From an optimization exercise on the open Yosys and OpenROAD flow, aimed at small area, a short achievable clock period and few clock cycles per item; shortcuts taken in it are not production practice.
At most, simulation tests tie the RTL to the original design; equivalence was not proved.
Function not checked in runs 1, 2 and 8: the RTL went through the layout flow alone.
Power figures rest on the tool's default switching activity, not on a simulated workload.

[design/flow/design.v]
`timescale 1ns / 1ps
package sngf_pkg;
   localparam int CSR_W   = 13;
   localparam int ROW_W   = 12;
   localparam int COL_W   = 12;
   localparam int LEN_W   = 13;
   localparam int COLOR_W = 24;
   localparam logic [CSR_W-1:0] ROW_WIDTH_RESET = 13'd800;
endpackage
`timescale 1ns / 1ps
`timescale 1ns / 1ps
`timescale 1ns / 1ps
`timescale 1ns / 1ps
module scanline_nearest_gap_fill (
   input  logic        clock,
   input  logic        reset,
   input  logic        req_push,
   output logic        req_full,
   input  logic [24:0] req_data,
   output logic        rsp_empty,
   input  logic        rsp_pop,
   output logic [61:0] rsp_data,
   input  logic        csr_valid,
   output logic        csr_ready,
   input  logic [12:0] csr_data
);
   logic [12:0] wid_ff;       
   logic [11:0] col_ff;
   logic [11:0] row_ff;
   logic        seen_ff;
   logic [11:0] scol_ff;      
   logic [23:0] sclr_ff;      
   logic        blk_ff;       
   logic        re_ff;        
   logic        past_ff;      
   logic        tok_ff;       
   logic        gbig_ff;      
   logic        cnz_ff;       
   logic        rinc_ff;      
   logic        ov_ff;
   logic [11:0] o_start_ff;
   logic [12:0] o_len_ff;
   logic [23:0] o_clr_ff;
   logic        pb_ff;        
   logic        pt_ff;        
   logic        pu_ff;        
   logic        o_last_ff;
   logic        odd_ff;       
   logic        pend_ff;      
   logic        fk0_ff;       
   logic        fk1_ff;       
   logic        fk2_ff;       
   logic        sampled;
   logic [23:0] new_clr;
   logic        pend;
   logic        out_free;
   logic        accept;
   logic        tail_s;
   logic [11:0] gap;
   logic [12:0] tail_len;
   logic [12:0] wid_in;
   logic [12:0] col_x;
   logic [13:0] tail_d;
   logic [13:0] cmw;
   logic        load;
   logic        row_inc;
   logic [11:0] n_start;
   logic [12:0] n_len, len_s;
   logic [23:0] n_clr;
   logic        n_pb, n_pt, n_odd;
   logic        n_re, n_ov;
   logic        n_pu, n_last, n_seen, n_gbig, n_pend;
   assign csr_ready = 1'b1;
   assign rsp_empty = !ov_ff;
   assign rsp_data  = {o_start_ff, o_len_ff, row_ff, o_clr_ff, o_last_ff};
   assign sampled  = req_data[24];
   assign new_clr  = req_data[23:0];
   assign pend     = pend_ff;
   assign out_free = !ov_ff || rsp_pop;
   assign req_full = fk0_ff || (fk1_ff && sampled)
                     || (!rsp_pop && (fk2_ff || (ov_ff && sampled)));
   assign accept   = req_push && !req_full;
   assign tail_s   = re_ff && !past_ff;
   assign row_inc  = rinc_ff && out_free && !pend;
   assign col_x    = {1'b0, col_ff};
   assign gap      = col_ff - scol_ff;
   assign tail_d   = {1'b0, wid_ff} - {2'b00, scol_ff};
   assign tail_len = tail_d[12:0];
   assign cmw      = {2'b00, col_ff} - {1'b0, wid_ff};
   always_comb begin
      if (csr_data == 13'd0)
         wid_in = 13'd1;
      else if (csr_data[12] && (csr_data[11:0] != 12'd0))
         wid_in = 13'd4096;
      else
         wid_in = csr_data;
   end
   always_comb begin
      if (!seen_ff)
         len_s = cnz_ff ? col_x : 13'd1;
      else
         len_s = gbig_ff ? {2'b00, gap[11:1]} : 13'd1;
      if (pend)
         n_len = pb_ff ? o_len_ff + {12'd0, odd_ff} : 13'd1;
      else
         n_len = sampled ? len_s : tail_len;
      if (pb_ff || pu_ff)
         n_start = o_start_ff + o_len_ff[11:0];
      else
         n_start = (sampled && !seen_ff && !pend) ? 12'd0 : scol_ff;
      n_clr = (sampled && !pend && !(seen_ff && gbig_ff)) ? new_clr : sclr_ff;
      if (pend)
         n_last = pb_ff ? !pt_ff : 1'b1;
      else if (!sampled)
         n_last = 1'b1;
      else if (!seen_ff)
         n_last = cnz_ff ? !tail_s : 1'b1;
      else
         n_last = gbig_ff ? 1'b0 : !tail_s;
   end
   always_comb begin
      load    = 1'b0;
      n_pb    = pb_ff;
      n_pt    = pt_ff;
      n_pu    = pu_ff;
      n_odd   = odd_ff;
      if (pend) begin
         if (out_free) begin
            load = 1'b1;
            if (pb_ff) begin
               n_pb    = 1'b0;
            end else if (pu_ff) begin
               n_pu    = 1'b0;
            end else begin
               n_pt    = 1'b0;
            end
            if (accept && sampled)
               n_pu = 1'b1;
         end
      end else if (accept) begin
         if (sampled && !seen_ff) begin
            if (cnz_ff) begin
               load    = 1'b1;
               n_pt    = tail_s;
            end else if (tail_s) begin
               load    = 1'b1;
            end
         end else if (sampled) begin
            load = 1'b1;
            if (gbig_ff) begin
               n_pb   = 1'b1;
               n_odd  = gap[0];
               n_pt   = tail_s;
            end else begin
               n_pt   = tail_s;
            end
         end else if (re_ff && seen_ff && tok_ff) begin
            load  = 1'b1;
         end
      end
   end
   always_comb begin
      if (blk_ff)
         n_re = !cmw[13] || (cmw == 14'h3fff);
      else if (accept)
         n_re = re_ff ? (wid_ff == 13'd1) : (cmw == 14'h3ffe);
      else
         n_re = re_ff;
      n_ov   = load || (ov_ff && !rsp_pop);
      n_seen = accept ? (!re_ff && (seen_ff || sampled)) : seen_ff;
      n_gbig = accept ? !sampled : gbig_ff;
      n_pend = n_pb || n_pt || n_pu;
   end
   always_ff @(posedge clock) begin
      if (reset) begin
         wid_ff  <= sngf_pkg::ROW_WIDTH_RESET;
         col_ff  <= '0;
         row_ff  <= '0;
         rinc_ff <= 1'b0;
         seen_ff <= 1'b0;
         pu_ff   <= 1'b0;
         fk1_ff  <= 1'b0;
         blk_ff  <= 1'b0;
         re_ff   <= 1'b0;
         past_ff <= 1'b0;
         cnz_ff  <= 1'b0;
         ov_ff   <= 1'b0;
         pb_ff   <= 1'b0;
         pt_ff   <= 1'b0;
         pend_ff <= 1'b0;
         fk0_ff  <= 1'b0;
         fk2_ff  <= 1'b0;
      end else begin
         blk_ff <= csr_valid;
         if (csr_valid) wid_ff <= wid_in;
         re_ff <= n_re;
         if (blk_ff)
            past_ff <= !cmw[13];
         else if (accept)
            past_ff <= 1'b0;
         if (accept) begin
            col_ff  <= re_ff ? 12'd0 : col_ff + 12'd1;
            cnz_ff  <= !re_ff;
         end
         row_ff  <= row_ff + {11'd0, row_inc};
         rinc_ff <= (accept && re_ff) || (rinc_ff && !row_inc);
         ov_ff   <= n_ov;
         pb_ff   <= n_pb;
         pt_ff   <= n_pt;
         pu_ff   <= n_pu;
         seen_ff <= n_seen;
         pend_ff <= n_pend;
         fk0_ff  <= csr_valid || (n_pend && n_re);
         fk1_ff  <= n_pend && !(n_seen && !n_gbig && !n_re && !n_pt);
         fk2_ff  <= n_ov && n_re;
      end
   end
   always_ff @(posedge clock) begin
      if (blk_ff)
         tok_ff <= !tail_d[13] && (tail_d != 14'd0);
      else if (accept && sampled)
         tok_ff <= 1'b1;
      gbig_ff <= n_gbig;
      if (accept && sampled) begin
         scol_ff <= col_ff;
         sclr_ff <= new_clr;
      end
      odd_ff <= n_odd;
      if (out_free) begin
         o_start_ff <= n_start;
         o_len_ff   <= n_len;
         o_clr_ff   <= n_clr;
         o_last_ff  <= n_last;
      end
   end
endmodule
[design/flow/flow/run.sh]
#!/bin/bash
# The standard layout, with the ports buffered by a plain buffer cell
# (buffer_ports otherwise picks sky130_fd_sc_hd__clkdlybuf4s50_1).
set -euo pipefail
export BUFFER_PORTS_ARGS="-buffer_cell sky130_fd_sc_hd__buf_1"
bash standard.sh > standard_flow.log 2>&1
[design/flow/standard.sh]
#!/bin/bash
# synth_recipe.tcl (not shown) runs the flow's synth.tcl, then flattens the netlist and writes it again
# the make line also repeats each setting of config.mk as NAME=value (left out here)
make -C /OpenROAD-flow-scripts/flow DESIGN_CONFIG=/design/flow/config.mk WORK_HOME=/design/flow/orfs CLKGATE_MAP_FILE= SYNTH_SCRIPT=/design/flow/synth_recipe.tcl "${@:-finish}"
[design/flow/config.mk]
export PLATFORM = sky130hd
export DESIGN_NAME = scanline_nearest_gap_fill
export DESIGN_NICKNAME = scanline_nearest_gap_fill
export VERILOG_FILES = /design/flow/design.v
export SDC_FILE = /design/flow/constraint.sdc
export NUM_CORES = 4
export LEC_CHECK = 0
export CAP_MARGIN = 20
export CORE_MARGIN = 2
export CORE_UTILIZATION = 60
export CTS_BUF_LIST = sky130_fd_sc_hd__clkbuf_4 sky130_fd_sc_hd__clkbuf_8
export SETUP_SLACK_MARGIN = 2.45
export SLEW_MARGIN = 20
[design/flow/constraint.sdc]
create_clock -name core_clock -period 5.0 [get_ports {clock}]
set_input_delay 1.0000 -clock core_clock [delete_from_list [all_inputs] [get_ports {clock}]]
set_output_delay 1.0000 -clock core_clock [all_outputs]
set_load 0.01 [all_outputs]
==> flow_summary.json, run 1 <==
{
  "start_util_pct": 61.2,
  "cts_buffer_depth": 2,
  "cts_buffers": 17,
  "slew_viol_final": 0,
  "routedWlPerCell_um": 18.0,
  "clk_pin_slew_worst_paths_ps": 80,
  "min_path_cells": 2,
  "n_antenna_cell": 0,
  "synthDistinctLibCells": 73,
  "area_delta_synth_final_pct": 19.9,
  "rr_worst_depth": 10,
  "synthFlopType": "edfxtp_1",
  "setup_viol": 0,
  "htreeDepth": 4,
  "fin_skew_ps": 13.2,
  "grt_antenna_before_repair": 0,
  "core_mm2": 0.0132,
  "viasPerCell": 5.93,
  "worstHoldStart": "past_ff",
  "start_kind": "flip-flop",
  "cp.arrival_ps": 2860,
  "total_leakage_power_nw": 3.69,
  "grt_usage_pct": 27.4,
  "ys_seq_area_share_pct": 45.6,
  "status": "finished clean",
  "period_minus_slack_ps": 2670,
  "dp_hpwl_um": 14000,
  "syn_area_mm2": 0.00807,
  "max_freq_mhz": 375,
  "die_y_um": 120,
  "grt_pass1_vias": 6301,
  "ys_warn_count": 1,
  "grt_overflow": 0,
  "tritoncts": "done",
  "timing.final.hold_violations": 0,
  "critPathMaxFanout": 3,
  "hold_end": "past_ff",
  "drc": 0,
  "setup_tns_ps": 0,
  "wl_um": 20200,
  "fp.dieArea_mm2": 0.0144,
  "hold_path_class": "reg2reg",
  "synth-edff-count": 88,
  "placed_cell_area_mm2": 0.00862,
  "cap_viol_max_count": 0,
  "final_cell_mix": "103 x buf_1, 88 x edfxtp_1, 80 x nor2_1, 56 x nand2_1, 44 x inv_1",
  "rsz0062_at_grt": "yes",
  "first_pass_iters": 5,
  "row_count": 42,
  "synthArstFlopShare_pct": 0,
  "drive_gt1_share_pct": 20.0,
  "synthCells": 810,
  "die_w_um": 120,
  "grt_max_degree": 54,
  "tightest_slew_ps": 1030,
  "final_common_cell": "buf_1",
  "synth_fp_nets": 908,
  "drt_iter0_markers": 398,
  "end_kind": "flip-flop",
  "power.density_mw_per_mm2": 314,
  "regToRegStartpoint": "scol_ff[1]",
  "ys_ff_latch": 140,
  "syn_area_per_cell_um2": 9.97,
  "clk_latency_ps": 450,
  "worstReg2RegEnd": "tok_ff",
  "ant_nets": 0,
  "required_ps": 5190,
  "grt_pass1_wl_um": 30900,
  "relSlewSlack_pct": 31.0,
  "peakVddDrop_mv": 0.168,
  "path_class": "reg2reg",
  "pin_count": 108,
  "clockRootBuffer": "clkbuf_8",
  "reg2reg_slack_ps": 2330,
  "min_period_over_period_pct": 53.4,
  "port-buffer-count": 106,
  "final_nets": 1033,
  "gp_congestion": 0.865,
  "fin_area_mm2": 0.00968,
  "cts.sinks": 140,
  "vias": 6664
}
-- sequential cells by signal, indices dropped and copies added (netlist names), 12 cells and up --
name and cells:
col_ff 12, o_clr_ff 24, o_len_ff 13, o_start_ff 12, row_ff 12, sclr_ff 24, scol_ff 12, wid_ff 13
-- cell type report --
type	instances	area, µm²
fill	981	3510
inverter	48	186
sequential	140	3710
timing repair inverter	1	7.51
clock buffer	23	285
timing repair buffer	132	652
tap	176	220
multi-input combinational	595	4500
clock inverter	9	113
-- cells in the mapped netlist, types with 11 or more instances --
library cell	n	area share, %
clkbuf_1	18	0.84
a22oi_1	11	1.0
nand2_1	59	2.7
and3_1	12	0.93
ha_1	51	7.9
mux2_2	25	3.5
dfxtp_1	52	13
xor2_1	34	3.7
inv_1	48	2.2
nor3_1	14	0.87
nand2b_1	12	0.93
edfxtp_1	88	33
o21ai_0	51	3.2
nor2b_1	15	1.2
nand3_1	34	2.1
xnor2_1	22	2.4
nor2_1	82	3.8
a21oi_1	43	2.7
-- repair_timing --
action                     in CTS  in global routing
setup buffers                  11                 10
resized for setup              65                 59
hold buffers                    0                  0
setup endpoints to repair      80                 26
gates cloned                    2                  2
pin swaps                      26                 25
-- how the worst max path moves through the flow --
stage / startpoint / slack [ps] / depth (start not counted) / endpoint
detailed placement: req_data[24] / 1470 / 9 / fk1_ff
global placement: req_data[24] / 1550 / 9 / fk1_ff
finish: scol_ff[1] / 2330 / 10 / tok_ff
CTS: col_ff[0] / 2280 / 11 / fk2_ff
floorplan: req_data[24] / 2440 / 6 / o_clr_ff[10]
global route: col_ff[0] / 2260 / 11 / fk2_ff
-- layer usage --
layer,part of all wire (%),global-route usage [%],routed length [µm]
met2,49,45.1,9930
met5,0,0,0
met4,2.1,10.5,430
met1,43,36.0,8740
met3,5.6,5.37,1120
-- cell families (layout without fill, tap and decap cells) --
family,count (synthesis),in the layout,synth area share [%]
AND/OR/NAND/NOR,268,270,16.1
XOR/XNOR,56,56,6.07
other,1,1,0.0464
adder cells (fa/ha/maj),56,56,9.02
AO/OA/AOI/OAI,183,183,15.2
flip-flops,140,140,45.6
buffers and inverters,77,213,3.90
multiplexers,29,29,3.98
-- critical path: stages (launching register included) --
cell and delay [ps]:
edfxtp_1 470, inv_2 120, ha_4 200, nor2b_4 120
o31a_1 250, o41a_1 370, a21bo_2 220, a211o_1 270
nand2_2 90, nor3b_4 210, a21oi_2 100
-- per-stage QoR --
step	setup WS [ps]	std cells	util (%)	hold WS [ps]	total power [mW]
floorplan	2440	810	-	451	1.85
detailed placement	1470	1067	65.4	471	2.03
global placement	1550	1067	65.4	467	2.01
finish	2330	1124	73.4	487	3.04
CTS	2280	1112	70.9	488	2.99
global route	2260	1124	73.4	514	3.17
-- where the power goes --
| group | internal, mW | leakage [nW] | switching (mW) |
|---|---|---|---|
| sequential | 1.34 | 1.33 | 0.0795 |
| clock | 0.488 | 0.211 | 0.440 |
| combinational | 0.299 | 2.15 | 0.392 |
==> run 2: changes to the inputs <==
--- a/design/flow/config.mk
+++ b/design/flow/config.mk
@@ -9,5 +9,5 @@
 export CORE_MARGIN = 2
 export CORE_UTILIZATION = 60
 export CTS_BUF_LIST = sky130_fd_sc_hd__clkbuf_4 sky130_fd_sc_hd__clkbuf_8
-export SETUP_SLACK_MARGIN = 2.45
+export SETUP_SLACK_MARGIN = 2.55
 export SLEW_MARGIN = 20
==> run 2 against run 1 <==
- still clean on timing, DRC and antenna
- worst hold slack better by 34 ps
- clock power up 2.8%
- first-iteration DRC count up 6.3%
- synthesized cell count unchanged
- register-to-register slack worse by 120 ps
- global-route usage up 0.43 points
- final area up 2.5%
- routed wire length up 3.3%
- critical path type unchanged
- largest power group unchanged
==> flow_summary.json, run 2 <==
{
  "status": "finished clean",
  "row_count": 42,
  "slew_viol_final": 0,
  "required_ps": 5200,
  "yosysMostFrequentCell": "edfxtp_1",
  "synthDistinctLibCells": 73,
  "grt_pass1_wl_um": 31500,
  "worstHoldStart": "rinc_ff",
  "crit_start": "scol_ff[1]",
  "pin_count": 108,
  "final_common_cell": "buf_1",
  "critPathMaxFanout": 3,
  "period_minus_slack_ps": 2790,
  "drt_iter0_markers": 423,
  "n_antenna_cell": 0,
  "final_cell_mix": "104 x buf_1, 88 x edfxtp_1, 80 x nor2_1, 56 x nand2_1",
  "ys_warn_count": 1,
  "routedWlPerCell_um": 18.3,
  "setup_tns_ps": 0,
  "grt_overflow": 0,
  "relSlewSlack_pct": 34.3,
  "ctsHoldBuffers": 0,
  "start_util_pct": 61.2,
  "ant_nets": 0,
  "grt_antenna_before_repair": 0,
  "core_mm2": 0.0132,
  "drive_gt1_share_pct": 22.3,
  "viasPerCell": 5.98,
  "die_w_um": 120,
  "fillers": 960,
  "max_freq_mhz": 358,
  "synthArstFlopShare_pct": 0,
  "syn_area_per_cell_um2": 9.97,
  "tritoncts": "done",
  "power.density_mw_per_mm2": 313,
  "synthFlopType": "edfxtp_1",
  "setup_viol": 0,
  "synthTopCellsByCount": "88 x edfxtp_1, 82 x nor2_1, 59 x nand2_1",
  "ys_seq_area_share_pct": 45.6,
  "end_kind": "flip-flop",
  "syn_area_mm2": 0.00807,
  "path_class": "reg2reg",
  "clockRootBuffer": "clkbuf_8",
  "cts_buffers": 17,
  "clk_pin_slew_worst_paths_ps": 80,
  "synth.area.top_cells": "edfxtp_1 33%, dfxtp_1 13%, ha_1 7.9%, nor2_1 3.8%, xor2_1 3.7%",
  "seqCellArea_mm2": 0.00371,
  "cap_viol_max_count": 0,
  "first_pass_iters": 6,
  "peakVddDrop_mv": 0.209,
  "grt_max_degree": 28,
  "synth_area_leader_cell": "edfxtp_1",
  "ys_ff_latch": 140,
  "clk_latency_ps": 460,
  "final_nets": 1050,
  "tightest_slew_ps": 986,
  "cts_buffer_depth": 2,
  "vias": 6821,
  "cp.arrival_ps": 2990,
  "fp.dieArea_mm2": 0.0144,
  "area_delta_synth_final_pct": 22.8,
  "synthCells": 810,
  "grt_usage_pct": 27.9,
  "fin_skew_ps": 13.8,
  "multi_input_comb_area_mm2": 0.00457,
  "dp_hpwl_um": 13900,
  "fin_area_mm2": 0.00992,
  "hold_path_class": "reg2reg",
  "port-buffer-count": 106,
  "synth_fp_nets": 908,
  "regToRegStartpoint": "scol_ff[1]",
  "synth-edff-count": 88,
  "min_period_over_period_pct": 55.9,
  "grt_pass1_vias": 6451,
  "gp_congestion": 0.896,
  "synth.top_cell.area_share_pct": 32.7,
  "rsz0062_at_grt": "yes",
  "placed_cell_area_mm2": 0.00868,
  "die_y_um": 120,
  "cts.sinks": 140,
  "wl_um": 20900,
  "start_kind": "flip-flop",
  "timing.final.hold_violations": 0,
  "drc": 0,
  "reg.largest.list": "o_clr_ff: 24 flops, sclr_ff: 24 flops",
  "htreeDepth": 4,
  "total_leakage_power_nw": 3.77
}
==> run 2: cell families after synthesis <==
logic type,Yosys count,synth area share (%)
simple gates,268,16.1
compound gates,183,15.2
flops,140,45.6
buf+inv,77,3.90
fa+ha+maj,56,9.02
xor+xnor,56,6.07
mux,29,3.98
other cells,1,0.0464
==> run 2: path summary, 6_finish.rpt <==
| check | end | slack (ps) | cells after the start |
|---|---|---|---|
| min reg2reg | rinc_ff | 520 | 2 |
| max | tok_ff | 2210 | 10 |
| min | rinc_ff | 520 | 2 |
| max reg2reg | tok_ff | 2210 | 10 |
==> run 2: per-layer routing <==
layer	global-route usage (%)	part of all wire, %	up-vias
li1	-	-	3258
met1	36.5	42	3203
met2	45.1	48	305
met3	6.08	6.7	55
met4	11.2	3.3	0
met5	0	0	-
==> run 2: layout make-up <==
cell class / instances / area share [%]
Clock buffer: 19 / 2.64
Inverter: 48 / 1.90
Timing Repair inverter: 1 / 0.0757
Multi-Input combinational cell: 595 / 46.1
Timing Repair Buffer: 149 / 8.10
Clock inverter: 13 / 1.50
Tap cell: 176 / 2.22
Sequential cell: 140 / 37.4
==> run 2: timing repair <==
action	in CTS	in global routing
buffers inserted	24	14
gates cloned	3	1
gates resized for setup	73	51
pin swaps	31	34
setup endpoints to repair	83	47
==> run 2: power by group <==
part | leakage, nW | internal, mW | switching (mW)
Combinational | 2.23 | 0.321 | 0.408
Sequential | 1.33 | 1.34 | 0.0782
Clock | 0.211 | 0.481 | 0.474
Total | 3.77 | 2.14 | 0.960
==> run 2: stage by stage <==
step / total power [mW] / setup WS [ps] / util, % / instances / hold WS (ps)
2_1_floorplan: 1.86 / 2430 / - / 810 / 451
3_3_place_gp: 2.02 / 1560 / 65.8 / 1067 / 475
3_5_place_dp: 2.04 / 1460 / 65.8 / 1067 / 476
4_1_cts: 3.03 / 2280 / 72.5 / 1126 / 495
5_1_grt: 3.24 / 2160 / 75.2 / 1141 / 556
6_report: 3.10 / 2210 / 75.2 / 1141 / 521
==> run 2: worst max-delay path, stage by stage (launching register included) <==
cell and delay, ps:
edfxtp_1 450, inv_2 120, ha_4 200, nor2b_4 120, o31a_1 320, o41a_1 430
a21bo_2 220, a211o_1 280, nand2_2 80, nor3b_4 200, a21oi_2 120
==> run 3: changes to the inputs <==
--- a/design/flow/design.v
+++ b/design/flow/design.v
@@ -32,6 +32,7 @@
    logic [23:0] sclr_ff;      
    logic        blk_ff;       
    logic        re_ff;        
+   logic        e2_ff;        
    logic        past_ff;      
    logic        tok_ff;       
    logic        gbig_ff;      
@@ -60,7 +61,6 @@
    logic [12:0] tail_len;
    logic [12:0] wid_in;
    logic [12:0] col_x;
-   logic [13:0] tail_d;
    logic [13:0] cmw;
    logic        load;
    logic        row_inc;
@@ -84,8 +84,7 @@
    assign row_inc  = rinc_ff && out_free && !pend;
    assign col_x    = {1'b0, col_ff};
    assign gap      = col_ff - scol_ff;
-   assign tail_d   = {1'b0, wid_ff} - {2'b00, scol_ff};
-   assign tail_len = tail_d[12:0];
+   assign tail_len = wid_ff - {1'b0, scol_ff};
    assign cmw      = {2'b00, col_ff} - {1'b0, wid_ff};
    always_comb begin
       if (csr_data == 13'd0)
@@ -163,7 +162,7 @@
       if (blk_ff)
          n_re = !cmw[13] || (cmw == 14'h3fff);
       else if (accept)
-         n_re = re_ff ? (wid_ff == 13'd1) : (cmw == 14'h3ffe);
+         n_re = re_ff ? (wid_ff == 13'd1) : e2_ff;
       else
          n_re = re_ff;
       n_ov   = load || (ov_ff && !rsp_pop);
@@ -182,6 +181,7 @@
          fk1_ff  <= 1'b0;
          blk_ff  <= 1'b0;
          re_ff   <= 1'b0;
+         e2_ff   <= 1'b0;
          past_ff <= 1'b0;
          cnz_ff  <= 1'b0;
          ov_ff   <= 1'b0;
@@ -194,10 +194,13 @@
          blk_ff <= csr_valid;
          if (csr_valid) wid_ff <= wid_in;
          re_ff <= n_re;
-         if (blk_ff)
+         if (blk_ff) begin
             past_ff <= !cmw[13];
-         else if (accept)
+            e2_ff   <= !cmw[13] || (cmw == 14'h3fff) || (cmw == 14'h3ffe);
+         end else if (accept) begin
             past_ff <= 1'b0;
+            e2_ff   <= re_ff ? (wid_ff <= 13'd2) : (e2_ff || (cmw == 14'h3ffd));
+         end
          if (accept) begin
             col_ff  <= re_ff ? 12'd0 : col_ff + 12'd1;
             cnz_ff  <= !re_ff;
@@ -217,7 +220,7 @@
    end
    always_ff @(posedge clock) begin
       if (blk_ff)
-         tok_ff <= !tail_d[13] && (tail_d != 14'd0);
+         tok_ff <= wid_ff > {1'b0, scol_ff};
       else if (accept && sampled)
          tok_ff <= 1'b1;
       gbig_ff <= n_gbig;
--- a/design/flow/config.mk
+++ b/design/flow/config.mk
@@ -9,5 +9,5 @@
 export CORE_MARGIN = 2
 export CORE_UTILIZATION = 60
 export CTS_BUF_LIST = sky130_fd_sc_hd__clkbuf_4 sky130_fd_sc_hd__clkbuf_8
-export SETUP_SLACK_MARGIN = 2.55
+export SETUP_SLACK_MARGIN = 2.45
 export SLEW_MARGIN = 20
==> run 3 against run 2 <==
- clock-buffer cell count is 1 lower
- sequential power is 3% lower
- sequential share of layout area is 1.6 points higher
- area after synthesis is 0.14% higher
- worst hold slack worse by 55 ps
- total power is 7.3% lower
- via count is 0.38% higher
- critical path type is now in2out
- register-to-register slack better by 260 ps
- critical endpoint is now req_full
- non-clock buffer count is 14 lower
- largest cell class unchanged
- critical path depth is 5 lower
- core utilization is 2.3 points lower
- highest routed layer unchanged
==> flow_summary.json, run 3 <==
{
  "status": "finished clean",
  "critical-path-top-delay-family": "buffers and inverters",
  "ys_warn_count": 1,
  "synth_fp_nets": 902,
  "crit_slowest_cell": "a21oi_4",
  "place_ws_ps": 1560,
  "rr_worst_depth": 8,
  "yosysMostFrequentCell": "edfxtp_1",
  "path_class": "in2out",
  "fin_skew_ps": 11.7,
  "clockRootBuffer": "clkbuf_8",
  "clk_pin_slew_worst_paths_ps": 80,
  "setup_viol": 0,
  "crit_top_cell": "buf_6",
  "timing.final.hold_violations": 0,
  "routedWlPerCell_um": 18.8,
  "crit_chain": "buf_6 -> buf_6 -> a21oi_4 -> o21ai_2 -> buf_2",
  "regToRegStartpoint": "wid_ff[6]",
  "rsz0062_at_grt": "yes",
  "port-buffer-count": 106,
  "cp_num_buf_inv": 3,
  "cap_viol_max_count": 0,
  "die_w_um": 120,
  "fin_hold_ws_ps": 465,
  "total_leakage_power_nw": 3.65,
  "pin_count": 108,
  "grt_max_degree": 39,
  "synthArstFlopShare_pct": 0,
  "grt_pass1_vias": 6469,
  "grt_antenna_before_repair": 0,
  "seqCellArea_mm2": 0.00375,
  "syn_area_mm2": 0.00809,
  "wl_um": 21100,
  "n_antenna_cell": 0,
  "layout_setup_ws_ps": 2410,
  "final_common_cell": "buf_1",
  "relSlewSlack_pct": 40.0,
  "max_stage_delay_ps": 160,
  "reg2reg_slack_ps": 2470,
  "critPathMaxFanout": 5,
  "max_freq_mhz": 387,
  "worstHoldStart": "rinc_ff",
  "synthTopCellsByCount": "88 x edfxtp_1, 70 x nor2_1, 54 x nand2_1",
  "syn_area_per_cell_um2": 10.1,
  "vias": 6847,
  "end_kind": "primary output",
  "cp.arrival_ps": 1590,
  "start_kind": "input port",
  "crit_cells": 5,
  "cts.sinks": 141,
  "power.density_mw_per_mm2": 299,
  "worstReg2RegEnd": "fk0_ff",
  "placed_cell_area_mm2": 0.00870,
  "tightest_slew_ps": 898,
  "core_mm2": 0.0132,
  "die_y_um": 120,
  "drt_iter0_markers": 559,
  "area_delta_synth_final_pct": 19.0,
  "hold_end": "rinc_ff",
  "fin_area_mm2": 0.00962,
  "gp_congestion": 0.933,
  "ant_nets": 0,
  "drc": 0,
  "viasPerCell": 6.11,
  "synth.top_cell.area_share_pct": 32.7,
  "cts_buffers": 17,
  "synth.area.top_cells": "edfxtp_1 33%, dfxtp_1 13%, ha_1 7.9%, mux2_2 3.6%, nor2_1 3.2%",
  "fillers": 969,
  "clk_latency_ps": 460,
  "grt_overflow": 0,
  "synthDistinctLibCells": 67,
  "multi_input_comb_area_mm2": 0.00439,
  "row_count": 42,
  "final_cell_mix": "104 x buf_1, 88 x edfxtp_1, 69 x nor2_1, 51 x nand2_1, 45 x inv_1",
  "peakVddDrop_mv": 0.199,
  "reg.largest.list": "o_clr_ff: 24 flops, sclr_ff: 24 flops",
  "synth-edff-count": 88,
  "synthFlopType": "edfxtp_1",
  "synth_area_leader_cell": "edfxtp_1",
  "grt_usage_pct": 28.9,
  "hold_path_class": "reg2reg",
  "fp.dieArea_mm2": 0.0144,
  "ys_seq_area_share_pct": 45.8,
  "required_ps": 4000,
  "setup_tns_ps": 0,
  "start_util_pct": 61.3,
  "ys_ff_latch": 141,
  "final_nets": 1029,
  "first_pass_iters": 5,
  "tritoncts": "done",
  "slew_viol_final": 0,
  "grt_pass1_wl_um": 32400,
  "period_minus_slack_ps": 2590,
  "min_path_cells": 2,
  "dp_hpwl_um": 14600,
  "drive_gt1_share_pct": 18.2,
  "cts_buffer_depth": 2,
  "min_period_over_period_pct": 51.7,
  "htreeDepth": 4,
  "synthCells": 804
}
run 3: cell count changes in the layout (fill, tap and decap cells not counted), moves of 5 or more:
cell     delta
a21oi_1     +8
a21oi_2     -6
buf_4      -10
dfxtp_1     -6
ha_1        +8
ha_4        -5
nand2_1     -5
nor2_1     -11
o21ai_0     -8
o22ai_1     +5
o32ai_1     +5
or3_1       +6
run 3: per-layer routing:
layer | up-vias | global-route usage [%] | routed length [µm]
li1 | 3236 | - | -
met5 | - | 0 | 0
met2 | 274 | 46.4 | 9970
met4 | 0 | 9.12 | 442
met1 | 3291 | 38.9 | 9270
met3 | 46 | 6.84 | 1420
run 3: power breakdown:
part | internal (mW) | switching [mW]
registers | 1.32 | 0.0610
clock network | 0.509 | 0.470
logic | 0.221 | 0.300
run 3: final cells by class:
class	count	area share, %
inverters	49	1.96
clock inverters	14	1.87
clock buffers	18	2.51
flip-flops and latches	141	39.0
repair buffers	135	6.74
well taps	176	2.29
multi-input cells	587	45.6
run 3: kinds of logic after synthesis:
family                     Yosys count  share of synthesized area [%]
muxes                               31                           4.24
other                                1                         0.0464
xor gates and xnor gates            49                           5.31
buffers and inverters               77                           3.73
DFF                                141                           45.8
adders and majority gates           56                           9.01
and+or+nand+nor                    254                           15.2
AOI/OAI and AO/OA                  195                           16.7
run 3: through the flow:
step / utilization, % / cells / power (mW)
detailed placement: 66.0 / 1063 / 1.86
global route: 72.9 / 1120 / 3.00
floorplan: - / 804 / 1.72
global placement: 66.0 / 1063 / 1.84
CTS: 70.6 / 1106 / 2.85
finish: 72.9 / 1120 / 2.88
run 3: tightest hold or removal path, delay by kind of cell, from the launching register on:
kind / cells / cell delay, ps
compound gates: 1 / 50
simple gates: 1 / 50
flops: 1 / 320
run 3: worst max-delay path by stage:
stage | startpoint | to
global route | scol_ff[1] | o_len_ff[10]
detailed placement | req_data[24] | o_clr_ff[13]
finish | req_data[24] | req_full
global placement | req_data[24] | o_clr_ff[19]
floorplan | req_data[24] | sclr_ff[0]
CTS | req_data[24] | req_full
run 3: repair_timing:
item / 4_1_cts / 5_1_grt
setup endpoints to repair: 76 / 41
gates cloned: 1 / 0
hold buffers: 0 / 0
pin swaps: 11 / 19
buffers inserted: 10 / 13
endpoints found under the hold margin: 0 / 0
gates resized for setup: 45 / 54
Testbench counts of run 3, summed over its fixed seeds: cycles 25,740, runs 12,397.
==> run 4: changes to the inputs <==
--- a/design/flow/config.mk
+++ b/design/flow/config.mk
@@ -9,5 +9,5 @@
 export CORE_MARGIN = 2
 export CORE_UTILIZATION = 60
 export CTS_BUF_LIST = sky130_fd_sc_hd__clkbuf_4 sky130_fd_sc_hd__clkbuf_8
-export SETUP_SLACK_MARGIN = 2.45
+export SETUP_SLACK_MARGIN = 2.15
 export SLEW_MARGIN = 20
==> run 4 against run 3 <==
- worst hold slack hardly changed
- routed wire length is 4.7% lower
- global-route usage is 0.72 points lower
- clock skew hardly changed
- non-clock buffer count is 22 lower
- clock-buffer cell count is 2 higher
- combinational power is 11% lower
- largest cell class unchanged
- highest routed layer unchanged
==> flow_summary.json, run 4 <==
{
  "ant_nets": 0,
  "drt_iter0_markers": 465,
  "ys_warn_count": 1,
  "min_period_over_period_pct": 55.9,
  "synth.area.top_cells": "edfxtp_1 33%, dfxtp_1 13%, ha_1 7.9%, mux2_2 3.6%, nor2_1 3.2%",
  "row_count": 42,
  "port-buffer-count": 106,
  "power.density_mw_per_mm2": 304,
  "min_path_cells": 2,
  "slew_viol_final": 0,
  "synthCells": 804,
  "total_leakage_power_nw": 3.49,
  "grt_antenna_before_repair": 0,
  "fin_area_mm2": 0.00911,
  "die_y_um": 120,
  "critPathMaxFanout": 3,
  "synth_area_leader_cell": "edfxtp_1",
  "path_class": "reg2reg",
  "final_common_cell": "buf_1",
  "cp.arrival_ps": 3040,
  "synth.top_cell.area_share_pct": 32.7,
  "required_ps": 5250,
  "timing.final.hold_violations": 0,
  "max_freq_mhz": 358,
  "cap_viol_max_count": 0,
  "grt_overflow": 0,
  "status": "finished clean",
  "htreeDepth": 4,
  "met2_length_um": 9510,
  "cp_num_buf_inv": 1,
  "grt_usage_pct": 28.2,
  "clk_pin_slew_worst_paths_ps": 80,
  "worstReg2RegEnd": "o_len_ff[10]",
  "placed_cell_area_mm2": 0.00863,
  "die_w_um": 120,
  "vias": 6638,
  "final_cell_mix": "106 x buf_1, 88 x edfxtp_1, 69 x nor2_1, 53 x nand2_1, 51 x ha_1",
  "fp.dieArea_mm2": 0.0144,
  "rr_worst_depth": 9,
  "reg2reg_slack_ps": 2210,
  "start_util_pct": 61.3,
  "first_pass_iters": 5,
  "setup_viol": 0,
  "hold_path_class": "reg2reg",
  "synth_fp_nets": 902,
  "crit_top_cell": "a21oi_1",
  "post-route-util_pct": 69.1,
  "peakVddDrop_mv": 0.184,
  "fin_skew_ps": 11.5,
  "grt_pass1_vias": 6250,
  "hold_end": "rinc_ff",
  "clk_latency_ps": 450,
  "grt_pass1_wl_um": 31500,
  "regToRegStartpoint": "scol_ff[1]",
  "synth-edff-count": 88,
  "cts_buffers": 17,
  "fillers": 1064,
  "area_delta_synth_final_pct": 12.7,
  "tightest_slew_ps": 967,
  "viasPerCell": 6.04,
  "grt_max_degree": 39,
  "dp_hpwl_um": 14600,
  "max_stage_delay_ps": 460,
  "start_kind": "flip-flop",
  "worstHoldStart": "rinc_ff",
  "ys_seq_area_share_pct": 45.8,
  "reg.largest.list": "o_clr_ff: 24 flops, sclr_ff: 24 flops",
  "routedWlPerCell_um": 18.3,
  "n_antenna_cell": 0,
  "synthTopCellsByCount": "88 x edfxtp_1, 70 x nor2_1, 54 x nand2_1",
  "end_kind": "flip-flop",
  "drt-met1-wl_um": 8940,
  "critical-path-top-delay-family": "compound AO/OA/AOI/OAI gates",
  "relSlewSlack_pct": 35.4,
  "core_mm2": 0.0132,
  "syn_area_per_cell_um2": 10.1,
  "tritoncts": "done",
  "drc": 0,
  "setup_tns_ps": 0,
  "crit_slowest_cell": "edfxtp_1",
  "yosysMostFrequentCell": "edfxtp_1",
  "drive_gt1_share_pct": 9.43,
  "ys_ff_latch": 141,
  "syn_area_mm2": 0.00809,
  "clockRootBuffer": "clkbuf_8",
  "final_nets": 1008,
  "synthDistinctLibCells": 67,
  "cts.sinks": 141,
  "wl_um": 20100,
  "synthFlopType": "edfxtp_1",
  "pin_count": 108,
  "place_inst": 1062,
  "highest_layer": "met4",
  "rsz0062_at_grt": "no",
  "synthArstFlopShare_pct": 0,
  "crit_chain": "inv_1 -> ha_1 -> nor2b_1 -> o31ai_1 -> a21oi_1 -> a211oi_2 -> a21oi_1 -> o211a_1 -> o32ai_1",
  "cts_buffer_depth": 2,
  "period_minus_slack_ps": 2790,
  "gp_congestion": 0.890,
  "instances_no_fill": 1099,
  "met3_length_um": 1210
}
-- run 4: cell counts after synthesis --
Identical to the previous run, type by type.
-- run 4: layout make-up --
type / instances / area [µm²] / area share, %
Inverter: 49 / 184 / 2.02
Clock inverter: 12 / 131 / 1.44
Sequential cell: 141 / 3710 / 40.7
Timing Repair Buffer: 113 / 463 / 5.08
Tap cell: 176 / 220 / 2.42
Clock buffer: 20 / 263 / 2.88
Multi-Input combinational cell: 588 / 4140 / 45.4
-- run 4: where the power goes --
group          switching [mW]  total [mW]  leakage (nW)  internal, mW
Clock                   0.452       0.923         0.206         0.471
Sequential             0.0655        1.38          1.34          1.32
Combinational           0.274       0.466          1.95         0.192
-- run 4: stage by stage --
stage	hold slack [ps]	setup WS, ps	power (mW)
2_1_floorplan	436	2190	1.71
3_3_place_gp	446	1710	1.84
3_5_place_dp	455	1590	1.86
4_1_cts	467	2130	2.77
5_1_grt	501	2150	2.89
6_report	466	2210	2.77
-- run 4: worst max-delay path by stage --
stage,cells after the start,to,from,slack [ps]
2_1_floorplan,7,fk0_ff,rsp_pop,2190
3_3_place_gp,5,o_clr_ff[17],req_data[24],1710
3_5_place_dp,5,o_clr_ff[8],req_data[24],1590
4_1_cts,9,tok_ff,scol_ff[1],2130
5_1_grt,9,o_len_ff[10],scol_ff[1],2150
6_report,9,o_len_ff[10],scol_ff[1],2210
-- run 4: cell families after synthesis --
logic type / count (synthesis) / synth area share (%)
compound gates: 195 / 16.7
xor+xnor: 49 / 5.31
fa+ha+maj: 56 / 9.01
buf+inv: 77 / 3.73
flops: 141 / 45.8
mux: 31 / 4.24
other cells: 1 / 0.0464
simple gates: 254 / 15.2
-- run 4: repair_timing --
action	CTS	global route
hold buffers	0	0
cloned	1	1
pin swaps	0	5
setup buffers	0	2
endpoints found under the hold margin	0	0
gates resized for setup	3	13
setup endpoints to repair	26	10
-- run 4: tightest hold or removal path: cells and delay by family (launching register included) --
| kind | cells | cell delay [ps] |
|---|---|---|
| and+or+nand+nor | 1 | 50 |
| AOI/OAI and AO/OA | 1 | 50 |
| DFF | 1 | 320 |
-- run 4: per-layer routing --
metal | up-vias | GRT usage, %
met3 | 35 | 4.80
met2 | 240 | 44.8
met1 | 3170 | 38.6
met5 | - | 0
li1 | 3193 | -
met4 | 0 | 11.0
==> run 5: changes to the inputs <==
--- a/design/flow/config.mk
+++ b/design/flow/config.mk
@@ -9,5 +9,5 @@
 export CORE_MARGIN = 2
 export CORE_UTILIZATION = 60
 export CTS_BUF_LIST = sky130_fd_sc_hd__clkbuf_4 sky130_fd_sc_hd__clkbuf_8
-export SETUP_SLACK_MARGIN = 2.15
+export SETUP_SLACK_MARGIN = 2.38
 export SLEW_MARGIN = 20
==> run 5 against run 4 <==
- critical path depth decreased by 4
- die area unchanged
- clock power increased by 12%
- clock-buffer cell count decreased by 2
- fmax increased by 7.3%
- final cell count increased by 1.3%
- non-clock buffer count increased by 14
- sequential power about the same
- register-to-register slack improved by 210 ps
- clock skew decreased by 1.4 ps
- final area increased by 3.9%
- total power increased by 5.1%
- critical endpoint is now req_full
- largest cell class unchanged
- largest power group unchanged
==> flow_summary.json, run 5 <==
{
  "fin_area_mm2": 0.00946,
  "synth_area_leader_cell": "edfxtp_1",
  "row_count": 42,
  "path_class": "in2out",
  "place_ws_ps": 1620,
  "layout_setup_ws_ps": 2400,
  "vias": 6704,
  "crit_top_cell": "buf_6",
  "timing.final.hold_violations": 0,
  "max_freq_mhz": 384,
  "grt_usage_pct": 27.9,
  "critPathMaxFanout": 5,
  "start_util_pct": 61.3,
  "synthAdderAreaFrac_pct": 9.01,
  "final_common_cell": "buf_1",
  "hold_path_class": "reg2reg",
  "ant_nets": 0,
  "total_leakage_power_nw": 3.60,
  "port-buffer-count": 106,
  "pin_count": 108,
  "min_period_over_period_pct": 52.1,
  "syn_area_mm2": 0.00809,
  "synth_fp_nets": 902,
  "relSlewSlack_pct": 39.7,
  "p_total_mw": 2.91,
  "fp.dieArea_mm2": 0.0144,
  "setup.worst_path.end": "req_full",
  "tritoncts": "done",
  "synth_xor_area_share_pct": 5.31,
  "viasPerCell": 6.02,
  "rsz0062_at_grt": "yes",
  "n_antenna_cell": 0,
  "clk_pin_slew_worst_paths_ps": 80,
  "drt_iter0_markers": 531,
  "cp.arrival_ps": 1600,
  "rr_worst_depth": 8,
  "status": "finished clean",
  "grt_pass1_wl_um": 31200,
  "synth_compound_gate_area_share_pct": 16.7,
  "syn_area_per_cell_um2": 10.1,
  "peakVddDrop_mv": 0.209,
  "synthArstFlopShare_pct": 0,
  "synth.area.top_cells": "edfxtp_1 33%, dfxtp_1 13%, ha_1 7.9%, mux2_2 3.6%, nor2_1 3.2%",
  "required_ps": 4000,
  "reg.largest.list": "o_clr_ff: 24 flops, sclr_ff: 24 flops",
  "dp_hpwl_um": 14300,
  "yosysMostFrequentCell": "edfxtp_1",
  "worstReg2RegEnd": "tok_ff",
  "ys_ff_latch": 141,
  "max_stage_delay_ps": 160,
  "placed_cell_area_mm2": 0.00866,
  "ys_warn_count": 1,
  "crit_chain": "buf_6 -> buf_6 -> a21oi_4 -> o21ai_2 -> buf_2",
  "ys_seq_area_share_pct": 45.8,
  "crit_slowest_cell": "a21oi_4",
  "start_kind": "input port",
  "die_y_um": 120,
  "area_delta_synth_final_pct": 17.1,
  "reg2reg_slack_ps": 2420,
  "synthTopCellsByCount": "88 x edfxtp_1, 70 x nor2_1, 54 x nand2_1",
  "synth_top_family_by_area": "compound AO/OA/AOI/OAI gates",
  "clk_latency_ps": 460,
  "post-route-util_pct": 71.8,
  "fin_skew_ps": 10.1,
  "crit_cells": 5,
  "grt_pass1_vias": 6283,
  "synthMuxAreaShare_pct": 4.24,
  "cts_buffers": 17,
  "power.density_mw_per_mm2": 308,
  "setup_viol": 0,
  "drc": 0,
  "yosys.area_share.simple_pct": 15.2,
  "grt_max_degree": 39,
  "core_mm2": 0.0132,
  "setup_tns_ps": 0,
  "wl_um": 20100,
  "critical-path-top-delay-family": "buffers and inverters",
  "regToRegStartpoint": "scol_ff[5]",
  "synthDistinctLibCells": 67,
  "cp_num_buf_inv": 3,
  "grt_overflow": 0,
  "synthCells": 804,
  "final_cell_mix": "104 x buf_1, 88 x edfxtp_1, 69 x nor2_1, 51 x nand2_1, 48 x ha_1",
  "slew_viol_final": 0,
  "end_kind": "primary output",
  "tightest_slew_ps": 903,
  "synthFlopType": "edfxtp_1",
  "crit_start": "req_data[24]",
  "synth-edff-count": 88,
  "die_w_um": 120,
  "cap_viol_max_count": 0,
  "cts.sinks": 141,
  "gp_congestion": 0.914,
  "first_pass_iters": 5,
  "final_nets": 1022,
  "htreeDepth": 4,
  "routedWlPerCell_um": 18.1,
  "period_minus_slack_ps": 2600,
  "clockRootBuffer": "clkbuf_8",
  "synth.top_cell.area_share_pct": 32.7,
  "cts_buffer_depth": 2,
  "drive_gt1_share_pct": 14.7,
  "grt_antenna_before_repair": 0
}
-- run 5: cell counts after synthesis --
Identical to the previous run, type by type.
-- run 5: tightest hold or removal path, cell delays in order (launching register included) --
cell and delay, ps:
dfxtp_1 330, nand2_1 60, a21oi_1 60
-- run 5: logic make-up (layout without fill, tap and decap cells) --
group,after synthesis,in the layout
simple gates,254,256
compound gates,195,195
flops,141,141
buf+inv,77,208
fa+ha+maj,56,56
xor+xnor,49,49
mux,31,31
other cells,1,1
-- run 5: final cells by class --
class                   instances  area [µm²]
flip-flops and latches        141        3730
multi-input cells             588        4280
fillers                      1003        3730
clock inverters                14         205
clock buffers                  18         241
inverters                      49         186
repair buffers                127         601
well taps                     176         220
-- run 5: worst min path at each step --
stage,from,cells after the start,to,slack (ps)
after global routing,col_ff[0],0,scol_ff[0],510
final,rinc_ff,2,rinc_ff,500
after detailed placement,rinc_ff,2,rinc_ff,480
after floorplan,rinc_ff,2,rinc_ff,440
after CTS,col_ff[0],0,scol_ff[0],490
after global placement,rinc_ff,2,rinc_ff,450
-- run 5: stage by stage --
step,hold slack [ps],instances
floorplan,436,804
global placement,447,1062
detailed placement,479,1062
CTS,486,1098
global route,510,1113
finish,500,1113
-- run 5: repair_timing --
item / 4_1_cts / 5_1_grt
setup buffers: 3 / 13
cloned: 1 / 1
hold buffers: 0 / 0
hold endpoints to repair: 0 / 0
gates resized for setup: 23 / 39
endpoints found under the setup margin: 38 / 19
pin swaps: 6 / 18
-- run 5: power by group --
group | internal (mW) | switching [mW] | total (mW)
Clock | 0.561 | 0.474 | 1.03
Combinational | 0.214 | 0.285 | 0.499
Sequential | 1.32 | 0.0631 | 1.38
-- run 5: layer usage --
layer  vias to the layer above  wire, µm  GRT usage (%)
met1                      3192      8910           38.0
met3                        35      1290           4.85
met5                         -         0              0
li1                       3222         -              -
met4                         0       415           9.49
met2                       255      9530           45.1
==> run 6: changes to the inputs <==
--- a/design/flow/config.mk
+++ b/design/flow/config.mk
@@ -9,5 +9,5 @@
 export CORE_MARGIN = 2
 export CORE_UTILIZATION = 60
 export CTS_BUF_LIST = sky130_fd_sc_hd__clkbuf_4 sky130_fd_sc_hd__clkbuf_8
-export SETUP_SLACK_MARGIN = 2.38
+export SETUP_SLACK_MARGIN = 2.3
 export SLEW_MARGIN = 20
==> run 6 against run 5 <==
- via count fell by 0.95%
- routed wire length decreased by 2.0%
- clock power is 9.6% lower
- final area shrank 2.1%
- non-clock buffer count shrank 9
- total power shrank 4.1%
- highest routed layer unchanged
==> flow_summary.json, run 6 <==
{
  "synthArstFlopShare_pct": 0,
  "row_count": 42,
  "reg2reg_slack_ps": 2380,
  "cts.sinks": 141,
  "placed_cell_area_mm2": 0.00867,
  "setup.worst_path.end": "req_full",
  "start_kind": "input port",
  "fillers": 1041,
  "routedWlPerCell_um": 17.9,
  "die_y_um": 120,
  "tightest_slew_ps": 958,
  "gp_congestion": 0.912,
  "grt_overflow": 0,
  "min_period_over_period_pct": 52.8,
  "cts_buffer_depth": 2,
  "yosysMostFrequentCell": "edfxtp_1",
  "end_kind": "primary output",
  "synth_fp_nets": 902,
  "htreeDepth": 4,
  "first_pass_iters": 5,
  "drc": 0,
  "final_nets": 1013,
  "drive_gt1_share_pct": 12.1,
  "synthFlopType": "edfxtp_1",
  "worstReg2RegEnd": "tok_ff",
  "setup_viol": 0,
  "fin_area_mm2": 0.00926,
  "synthDistinctLibCells": 67,
  "slew_viol_final": 0,
  "ys_ff_latch": 141,
  "clk_pin_slew_worst_paths_ps": 80,
  "ys_warn_count": 1,
  "peakVddDrop_mv": 0.162,
  "fp.dieArea_mm2": 0.0144,
  "wl_um": 19800,
  "syn_area_mm2": 0.00809,
  "area_delta_synth_final_pct": 14.5,
  "synth.area.top_cells": "edfxtp_1 33%, dfxtp_1 13%, ha_1 7.9%, mux2_2 3.6%, nor2_1 3.2%",
  "relSlewSlack_pct": 36.0,
  "synthCells": 804,
  "synth-edff-count": 88,
  "cp.arrival_ps": 1640,
  "instances_no_fill": 1104,
  "tritoncts": "done",
  "viasPerCell": 6.01,
  "ys_seq_area_share_pct": 45.8,
  "vias": 6640,
  "final_cell_mix": "105 x buf_1, 88 x edfxtp_1, 69 x nor2_1, 51 x nand2_1, 49 x ha_1",
  "regToRegStartpoint": "scol_ff[5]",
  "rr_worst_depth": 8,
  "status": "finished clean",
  "dp_hpwl_um": 14400,
  "required_ps": 4000,
  "drt_iter0_markers": 527,
  "timing.final.hold_violations": 0,
  "rsz0062_at_grt": "yes",
  "die_w_um": 120,
  "place_inst": 1063,
  "grt_antenna_before_repair": 0,
  "core_mm2": 0.0132,
  "max_freq_mhz": 379,
  "setup_tns_ps": 0,
  "grt_usage_pct": 28.1,
  "power.density_mw_per_mm2": 302,
  "fin_skew_ps": 8.45,
  "final_common_cell": "buf_1",
  "synth_area_leader_cell": "edfxtp_1",
  "n_antenna_cell": 0,
  "critPathMaxFanout": 9,
  "synthTopCellsByCount": "88 x edfxtp_1, 70 x nor2_1, 54 x nand2_1",
  "port-buffer-count": 106,
  "path_class": "in2out",
  "syn_area_per_cell_um2": 10.1,
  "start_util_pct": 61.3,
  "ctsHoldBuffers": 0,
  "clockRootBuffer": "clkbuf_8",
  "period_minus_slack_ps": 2640,
  "reg.largest.list": "o_clr_ff: 24 flops, sclr_ff: 24 flops",
  "cap_viol_max_count": 0,
  "grt_pass1_wl_um": 31700,
  "grt_pass1_vias": 6332,
  "pin_count": 108,
  "synth.top_cell.area_share_pct": 32.7,
  "total_leakage_power_nw": 3.51,
  "ant_nets": 0,
  "grt_max_degree": 38,
  "cts_buffers": 17,
  "crit_start": "req_data[24]",
  "clk_latency_ps": 440,
  "hold_path_class": "reg2reg"
}
[run 6: changes by cell type in the layout (fill, tap and decap cells not counted), moves of 3 or more]
| cell | before | now |
|---|---|---|
| inv_8 | 3 | 0 |
| dfxtp_1 | 40 | 45 |
| buf_4 | 18 | 10 |
| dfxtp_2 | 10 | 7 |
[run 6: how the worst min path moves through the flow]
stage,end,slack [ps],cells after the start,start
2_1_floorplan,rinc_ff,440,2,rinc_ff
3_3_place_gp,rinc_ff,450,2,rinc_ff
3_5_place_dp,rinc_ff,460,2,rinc_ff
4_1_cts,rinc_ff,470,2,rinc_ff
5_1_grt,rinc_ff,490,2,rinc_ff
6_report,rinc_ff,470,2,rinc_ff
[run 6: metrics by stage]
| step | power (mW) | utilization [%] | hold WS (ps) | setup WS (ps) |
|---|---|---|---|---|
| after floorplan | 1.72 | - | 436 | 2300 |
| after global routing | 2.92 | 70.2 | 494 | 2210 |
| after CTS | 2.79 | 69.3 | 467 | 2170 |
| final | 2.79 | 70.2 | 466 | 2360 |
| after global placement | 1.84 | 65.5 | 446 | 1710 |
| after detailed placement | 1.86 | 65.7 | 456 | 1600 |
[run 6: cell type report]
cell class	count	area (µm²)	share of cell area (%)
Clock buffer	18	241	2.61
Clock inverter	14	168	1.81
Inverter	49	184	1.99
Multi-Input combinational cell	588	4220	45.6
Sequential cell	141	3720	40.1
Tap cell	176	220	2.38
Timing Repair Buffer	118	513	5.54
[run 6: logic make-up after synthesis]
| kind of cell | Yosys count | synth area share [%] |
|---|---|---|
| AOI/OAI and AO/OA | 195 | 16.7 |
| xor gates and xnor gates | 49 | 5.31 |
| adders and majority gates | 56 | 9.01 |
| buffers and inverters | 77 | 3.73 |
| DFF | 141 | 45.8 |
| muxes | 31 | 4.24 |
| other | 1 | 0.0464 |
| and+or+nand+nor | 254 | 15.2 |
[run 6: report_power, final]
| group | internal (mW) | switching [mW] |
|---|---|---|
| Sequential | 1.32 | 0.0638 |
| Clock | 0.498 | 0.434 |
| Combinational | 0.200 | 0.280 |
[run 6: critical path: stages]
cell and delay (ps):
buf_1 90, buf_6 140, a21oi_2 180, o21ai_1 80, buf_2 150
[run 6: timing repair]
action	in CTS	in global routing
pin swaps	5	4
cloned	1	1
setup buffers	0	7
gates resized for setup	22	20
setup endpoints to repair	32	16
[run 6: per-layer routing]
| layer | share of wire (%) | GRT usage (%) |
|---|---|---|
| met5 | 0 | 0 |
| met4 | 1.8 | 9.63 |
| met3 | 5.4 | 4.13 |
| met2 | 48 | 45.7 |
| met1 | 45 | 38.6 |
==> run 7: changes to the inputs <==
--- a/design/flow/config.mk
+++ b/design/flow/config.mk
@@ -7,7 +7,7 @@
 export LEC_CHECK = 0
 export CAP_MARGIN = 20
 export CORE_MARGIN = 2
-export CORE_UTILIZATION = 60
+export CORE_UTILIZATION = 66
 export CTS_BUF_LIST = sky130_fd_sc_hd__clkbuf_4 sky130_fd_sc_hd__clkbuf_8
 export SETUP_SLACK_MARGIN = 2.3
 export SLEW_MARGIN = 20
==> run 7 against run 6 <==
- total power up 2.9%
- highest routed layer unchanged
- sequential share of layout area up 0.079 points
- combinational power about the same
- critical path depth unchanged
- worst hold slack better by 25 ps
- largest cell class unchanged
- worst setup slack worse by 19 ps
- synthesized cell count unchanged
==> flow_summary.json, run 7 <==
{
  "hold_path_class": "reg2reg",
  "pin_count": 108,
  "path_class": "in2out",
  "ctsHoldBuffers": 0,
  "gp_congestion": 0.989,
  "grtUsageMet1_pct": 41.0,
  "drc": 0,
  "syn_area_per_cell_um2": 10.1,
  "reg.largest.list": "o_clr_ff: 24 flops, sclr_ff: 24 flops",
  "cp.arrival_ps": 1660,
  "die_w_um": 115,
  "worstHoldStart": "rinc_ff",
  "n_antenna_cell": 0,
  "setup_tns_ps": 0,
  "cts_buffer_depth": 2,
  "p_clk_share_pct": 35.1,
  "synthArstFlopShare_pct": 0,
  "grtUsageMet3_pct": 5.35,
  "ys_warn_count": 1,
  "p_int_mw": 2.07,
  "fin_area_mm2": 0.00925,
  "cts.sinks": 141,
  "p_total_mw": 2.88,
  "grt_overflow": 0,
  "final_cell_mix": "105 x buf_1, 88 x edfxtp_1, 69 x nor2_1, 52 x nand2_1, 49 x ha_1",
  "synth.area.top_cells": "edfxtp_1 33%, dfxtp_1 13%, ha_1 7.9%, mux2_2 3.6%, nor2_1 3.2%",
  "final_nets": 1015,
  "first_pass_iters": 6,
  "synthTopCellsByCount": "88 x edfxtp_1, 70 x nor2_1, 54 x nand2_1",
  "power_frac_comb_pct": 16.7,
  "fin_skew_ps": 10.9,
  "drt_iter0_markers": 597,
  "peakVddDrop_mv": 0.215,
  "fp.dieArea_mm2": 0.0132,
  "end_kind": "primary output",
  "power.density_mw_per_mm2": 311,
  "grt_usage_pct": 31.4,
  "required_ps": 4000,
  "seq_power_share_pct": 48.1,
  "wl_um": 20700,
  "clk_pin_slew_worst_paths_ps": 80,
  "row_count": 40,
  "synth.top_cell.area_share_pct": 32.7,
  "grt_pass1_vias": 6333,
  "cts_buffers": 17,
  "relSlewSlack_pct": 38.6,
  "synth_area_leader_cell": "edfxtp_1",
  "place_ws_ps": 1670,
  "tritoncts": "done",
  "yosysMostFrequentCell": "edfxtp_1",
  "layout_setup_ws_ps": 2340,
  "vias": 6819,
  "area_delta_synth_final_pct": 14.4,
  "rsz0062_at_grt": "no",
  "core_mm2": 0.0120,
  "clk_latency_ps": 450,
  "synth-edff-count": 88,
  "total_leakage_power_nw": 3.53,
  "critPathMaxFanout": 8,
  "clockRootBuffer": "clkbuf_8",
  "synth_fp_nets": 902,
  "tightest_slew_ps": 920,
  "synthCells": 804,
  "max_freq_mhz": 376,
  "port-buffer-count": 106,
  "die_y_um": 115,
  "start_kind": "input port",
  "grt_antenna_before_repair": 0,
  "ant_nets": 0,
  "timing.final.hold_violations": 0,
  "slew_viol_final": 0,
  "period_minus_slack_ps": 2660,
  "dp_hpwl_um": 14600,
  "crit_start": "req_data[24]",
  "met2_usage_pct": 51.1,
  "syn_area_mm2": 0.00809,
  "status": "finished clean",
  "htreeDepth": 4,
  "cap_viol_max_count": 0,
  "grt_max_degree": 38,
  "placed_cell_area_mm2": 0.00862,
  "synthDistinctLibCells": 67,
  "regToRegStartpoint": "wid_ff[5]",
  "synthFlopType": "edfxtp_1",
  "final_common_cell": "buf_1",
  "switching_share_pct": 27.8,
  "start_util_pct": 67.6,
  "drive_gt1_share_pct": 12.3,
  "post-route-util_pct": 77.4,
  "setup_viol": 0,
  "ys_ff_latch": 141,
  "top_usage_layer": "met2",
  "ys_seq_area_share_pct": 45.8,
  "min_period_over_period_pct": 53.1,
  "p_switching_mw": 0.801,
  "viasPerCell": 6.33,
  "routedWlPerCell_um": 19.2,
  "grt_pass1_wl_um": 31700
}
-- run 7: cell types whose count changed in the layout (fill, tap and decap cells not counted), moves of 2 or more --
| cell | previous run | this run |
|---|---|---|
| buf_4 | 10 | 12 |
| clkinv_1 | 3 | 1 |
| o21ai_0 | 36 | 39 |
| o21ai_1 | 4 | 1 |
-- run 7: logic make-up (layout without fill, tap and decap cells) --
group / Yosys count / count (layout) / share of synthesized area, %
mux: 31 / 31 / 4.24
buf+inv: 77 / 201 / 3.73
other cells: 1 / 1 / 0.0464
fa+ha+maj: 56 / 56 / 9.01
compound gates: 195 / 195 / 16.7
simple gates: 254 / 256 / 15.2
xor+xnor: 49 / 49 / 5.31
flops: 141 / 141 / 45.8
-- run 7: final cells by class --
class	instances	area, µm²
Clock buffer	19	249
Clock inverter	13	190
Tap cell	147	184
Sequential cell	141	3720
Fill cell	826	2710
Multi-Input combinational cell	588	4210
Timing Repair Buffer	120	520
Inverter	49	184
-- run 7: power groups by stage --
| stage | Combinational [mW] | Sequential [mW] | Clock (mW) |
|---|---|---|---|
| finish | 0.481 | 1.38 | 1.01 |
| global route | 0.526 | 1.39 | 1.05 |
| CTS | 0.465 | 1.38 | 1.01 |
| detailed placement | 0.454 | 1.41 | 0 |
| global placement | 0.435 | 1.40 | 0 |
| floorplan | 0.307 | 1.41 | 0 |
-- run 7: through the flow --
step	std cells	hold slack, ps
3_3_place_gp	1033	446
2_1_floorplan	804	436
6_report	1077	491
5_1_grt	1077	511
4_1_cts	1068	507
3_5_place_dp	1034	471
-- run 7: path summary, 6_finish.rpt --
check / endpoint / slack, ps / depth (start not counted)
worst min register to register: rinc_ff / 490 / 2
worst max-delay path: req_full / 2340 / 5
worst min-delay path: rinc_ff / 490 / 2
worst max register to register: tok_ff / 2340 / 7
-- run 7: repair_timing --
| item | 4_1_cts | 5_1_grt |
|---|---|---|
| endpoints found under the setup margin | 32 | 13 |
| resized for setup | 22 | 16 |
| pin swaps | 7 | 4 |
| setup buffers | 1 | 8 |
| gates cloned | 1 | 1 |
-- run 7: routing by layer --
metal  share of wire [%]  vias up
met5                   0        -
met2                  48      320
li1                    -     3224
met4                 3.1        0
met3                 6.8       56
met1                  42     3219
-- run 7: critical path: stages --
cell	delay, ps
buf_1	80
buf_6	130
a21oi_2	170
o21ai_0	110
buf_2	160
==> run 8: changes to the inputs <==
--- a/design/flow/design.v
+++ b/design/flow/design.v
@@ -61,6 +61,8 @@
    logic [12:0] tail_len;
    logic [12:0] wid_in;
    logic [12:0] col_x;
+   logic [12:0] add_a, add_b, add_s;
+   logic [11:0] cur;
    logic [13:0] cmw;
    logic        load;
    logic        row_inc;
@@ -83,7 +85,11 @@
    assign tail_s   = re_ff && !past_ff;
    assign row_inc  = rinc_ff && out_free && !pend;
    assign col_x    = {1'b0, col_ff};
-   assign gap      = col_ff - scol_ff;
+   assign add_a    = pend ? {1'b0, o_start_ff} : {1'b0, col_ff};
+   assign add_b    = pend ? {1'b0, o_len_ff[11:0]} : ~{1'b0, scol_ff};
+   assign add_s    = add_a + add_b + {12'd0, !pend};
+   assign gap      = add_s[11:0];
+   assign cur      = add_s[11:0];
    assign tail_len = wid_ff - {1'b0, scol_ff};
    assign cmw      = {2'b00, col_ff} - {1'b0, wid_ff};
    always_comb begin
@@ -104,7 +110,7 @@
       else
          n_len = sampled ? len_s : tail_len;
       if (pb_ff || pu_ff)
-         n_start = o_start_ff + o_len_ff[11:0];
+         n_start = cur;
       else
          n_start = (sampled && !seen_ff && !pend) ? 12'd0 : scol_ff;
       n_clr = (sampled && !pend && !(seen_ff && gbig_ff)) ? new_clr : sclr_ff;
--- a/design/flow/config.mk
+++ b/design/flow/config.mk
@@ -7,7 +7,7 @@
 export LEC_CHECK = 0
 export CAP_MARGIN = 20
 export CORE_MARGIN = 2
-export CORE_UTILIZATION = 66
+export CORE_UTILIZATION = 60
 export CTS_BUF_LIST = sky130_fd_sc_hd__clkbuf_4 sky130_fd_sc_hd__clkbuf_8
-export SETUP_SLACK_MARGIN = 2.3
+export SETUP_SLACK_MARGIN = 2.45
 export SLEW_MARGIN = 20
==> run 8 against run 7 <==
- still clean
- first-iteration DRC count increased by 37%
- combinational power decreased by 1%
- non-clock buffer count increased by 25
- register-to-register slack got worse by 180 ps
- fmax decreased by 6.4%
- final cell count increased by 2.9%
- worst hold slack got worse by 18 ps
- critical endpoint is now o_len_ff[7]
- largest cell class unchanged
==> flow_summary.json, run 8 <==
{
  "status": "finished clean",
  "slew_viol_final": 0,
  "syn_area_per_cell_um2": 9.99,
  "routedWlPerCell_um": 19.6,
  "setup_tns_ps": 0,
  "grt_max_degree": 42,
  "fillers": 884,
  "crit_chain": "mux2i_2 -> fa_2 -> inv_2 -> fa_2 -> a21oi_4 -> o211ai_1 -> o41ai_2 -> buf_4 -> xnor2_2 -> a21oi_1 -> o32ai_1",
  "cp.arrival_ps": 3110,
  "pin_count": 108,
  "start_kind": "flip-flop",
  "grt_pass1_vias": 6352,
  "timing.final.hold_violations": 0,
  "drc": 0,
  "row_count": 41,
  "fin_skew_ps": 13.7,
  "setup.worst_path.end": "o_len_ff[7]",
  "worstReg2RegEnd": "o_len_ff[7]",
  "ys_warn_count": 1,
  "max_freq_mhz": 352,
  "first_pass_iters": 6,
  "reg.largest.list": "o_clr_ff: 24 flops, sclr_ff: 24 flops",
  "total_leakage_power_nw": 3.59,
  "clk_pin_slew_worst_paths_ps": 80,
  "die_w_um": 118,
  "drt_iter0_markers": 819,
  "final_common_cell": "buf_1",
  "min_period_over_period_pct": 56.8,
  "ys_seq_area_share_pct": 47.1,
  "tritoncts": "done",
  "die_y_um": 118,
  "ant_nets": 0,
  "synthTopCellsByCount": "88 x edfxtp_1, 82 x nor2_1, 61 x nand2_1",
  "relSlewSlack_pct": 17.6,
  "vias": 6866,
  "gp_congestion": 0.907,
  "rr_worst_depth": 11,
  "clk_latency_ps": 450,
  "period_minus_slack_ps": 2840,
  "cap_viol_max_count": 0,
  "synthArstFlopShare_pct": 0,
  "crit_top_cell": "fa_2",
  "area_delta_synth_final_pct": 21.8,
  "synthDistinctLibCells": 69,
  "crit_slowest_cell": "dfxtp_4",
  "grt_antenna_before_repair": 0,
  "reg2reg_slack_ps": 2160,
  "rsz0062_at_grt": "yes",
  "grt_pass1_wl_um": 32900,
  "grt_overflow": 0,
  "required_ps": 5270,
  "wl_um": 21700,
  "syn_area_mm2": 0.00786,
  "synth_area_leader_cell": "edfxtp_1",
  "peakVddDrop_mv": 0.247,
  "path_class": "reg2reg",
  "hold_path_class": "reg2reg",
  "critical-path-top-delay-family": "compound AO/OA/AOI/OAI gates",
  "core_mm2": 0.0127,
  "cts_buffer_depth": 2,
  "fp.dieArea_mm2": 0.0140,
  "cp_num_buf_inv": 2,
  "ctsHoldBuffers": 0,
  "post-route-util_pct": 75.3,
  "dp_hpwl_um": 14200,
  "power.density_mw_per_mm2": 290,
  "yosysMostFrequentCell": "edfxtp_1",
  "tightest_slew_ps": 1240,
  "ys_ff_latch": 141,
  "synth.area.top_cells": "edfxtp_1 34%, dfxtp_1 13%, ha_1 6.2%, mux2_2 4.9%, nor2_1 3.9%",
  "fin_area_mm2": 0.00958,
  "end_kind": "flip-flop",
  "port-buffer-count": 106,
  "viasPerCell": 6.20,
  "final_cell_mix": "102 x buf_1, 88 x edfxtp_1, 82 x nor2_1, 60 x nand2_1, 46 x o21ai_0",
  "placed_cell_area_mm2": 0.00845,
  "grt_usage_pct": 30.1,
  "start_util_pct": 61.8,
  "crit_start": "pend_ff",
  "synth_fp_nets": 873,
  "drive_gt1_share_pct": 21.8,
  "synth.top_cell.area_share_pct": 33.6,
  "setup_viol": 0,
  "synthCells": 787,
  "final_nets": 1009,
  "cts.sinks": 141,
  "synthFlopType": "edfxtp_1",
  "clockRootBuffer": "clkbuf_8",
  "n_antenna_cell": 0,
  "critPathMaxFanout": 6,
  "crit_cells": 11,
  "regToRegStartpoint": "pend_ff",
  "max_stage_delay_ps": 420,
  "synth-edff-count": 88,
  "htreeDepth": 4,
  "cts_buffers": 17,
  "worstHoldStart": "rinc_ff"
}
[run 8: worst min-delay path: stages, from the launching register on]
cell     delay [ps]
dfxtp_1         310
nand2_1          50
a21oi_1          60
[run 8: cell families (layout without fill, tap and decap cells)]
logic type / count (synthesis) / count (layout) / synth area share [%]
other cells: 1 / 1 / 0.0477
buf+inv: 73 / 219 / 3.64
mux: 37 / 37 / 5.25
simple gates: 252 / 255 / 15.2
xor+xnor: 50 / 50 / 5.57
fa+ha+maj: 44 / 44 / 7.35
compound gates: 189 / 189 / 15.9
flops: 141 / 141 / 47.1
[run 8: power by group]
group,switching (mW),internal [mW]
clock,0.454,0.472
sequential,0.0641,1.32
combinational,0.270,0.205
total,0.789,1.99
[run 8: stage by stage]
step                      total power [mW]  cells  setup WS, ps  hold slack, ps
final                                 2.78   1108          2160             473
after detailed placement              1.80   1036          1660             465
after global placement                1.78   1036          1730             447
after floorplan                       1.67    787          2160             432
after global routing                  2.89   1108          2060             505
after CTS                             2.74   1095          2310             476
[run 8: layout make-up]
class / count / area, µm² / share of cell area [%]
Multi-Input combinational cell: 576 / 4300 / 44.9
Inverter: 42 / 163 / 1.70
Clock inverter: 12 / 136 / 1.42
Clock buffer: 20 / 263 / 2.74
Tap cell: 172 / 215 / 2.25
Timing Repair Buffer: 145 / 758 / 7.92
Sequential cell: 141 / 3740 / 39.1
[run 8: metal layers]
metal | track usage, % | vias to the layer above | wire (µm)
li1 | - | 3166 | -
met1 | 39.7 | 3255 | 8810
met2 | 49.2 | 389 | 10400
met3 | 7.77 | 56 | 2010
met4 | 9.00 | 0 | 443
met5 | 0 | - | 0
[run 8: worst min-delay path by stage]
stage,end,slack [ps],cells past startpoint
global placement,rinc_ff,450,2
detailed placement,rinc_ff,470,2
floorplan,scol_ff[3],430,0
global route,row_ff[11],500,2
finish,rinc_ff,470,2
CTS,rinc_ff,480,2
[run 8: repair_timing]
item / 4_1_cts / 5_1_grt
cloned: 4 / 0
gates resized for setup: 50 / 51
pin swaps: 16 / 22
buffers inserted: 23 / 13
setup endpoints to repair: 60 / 25
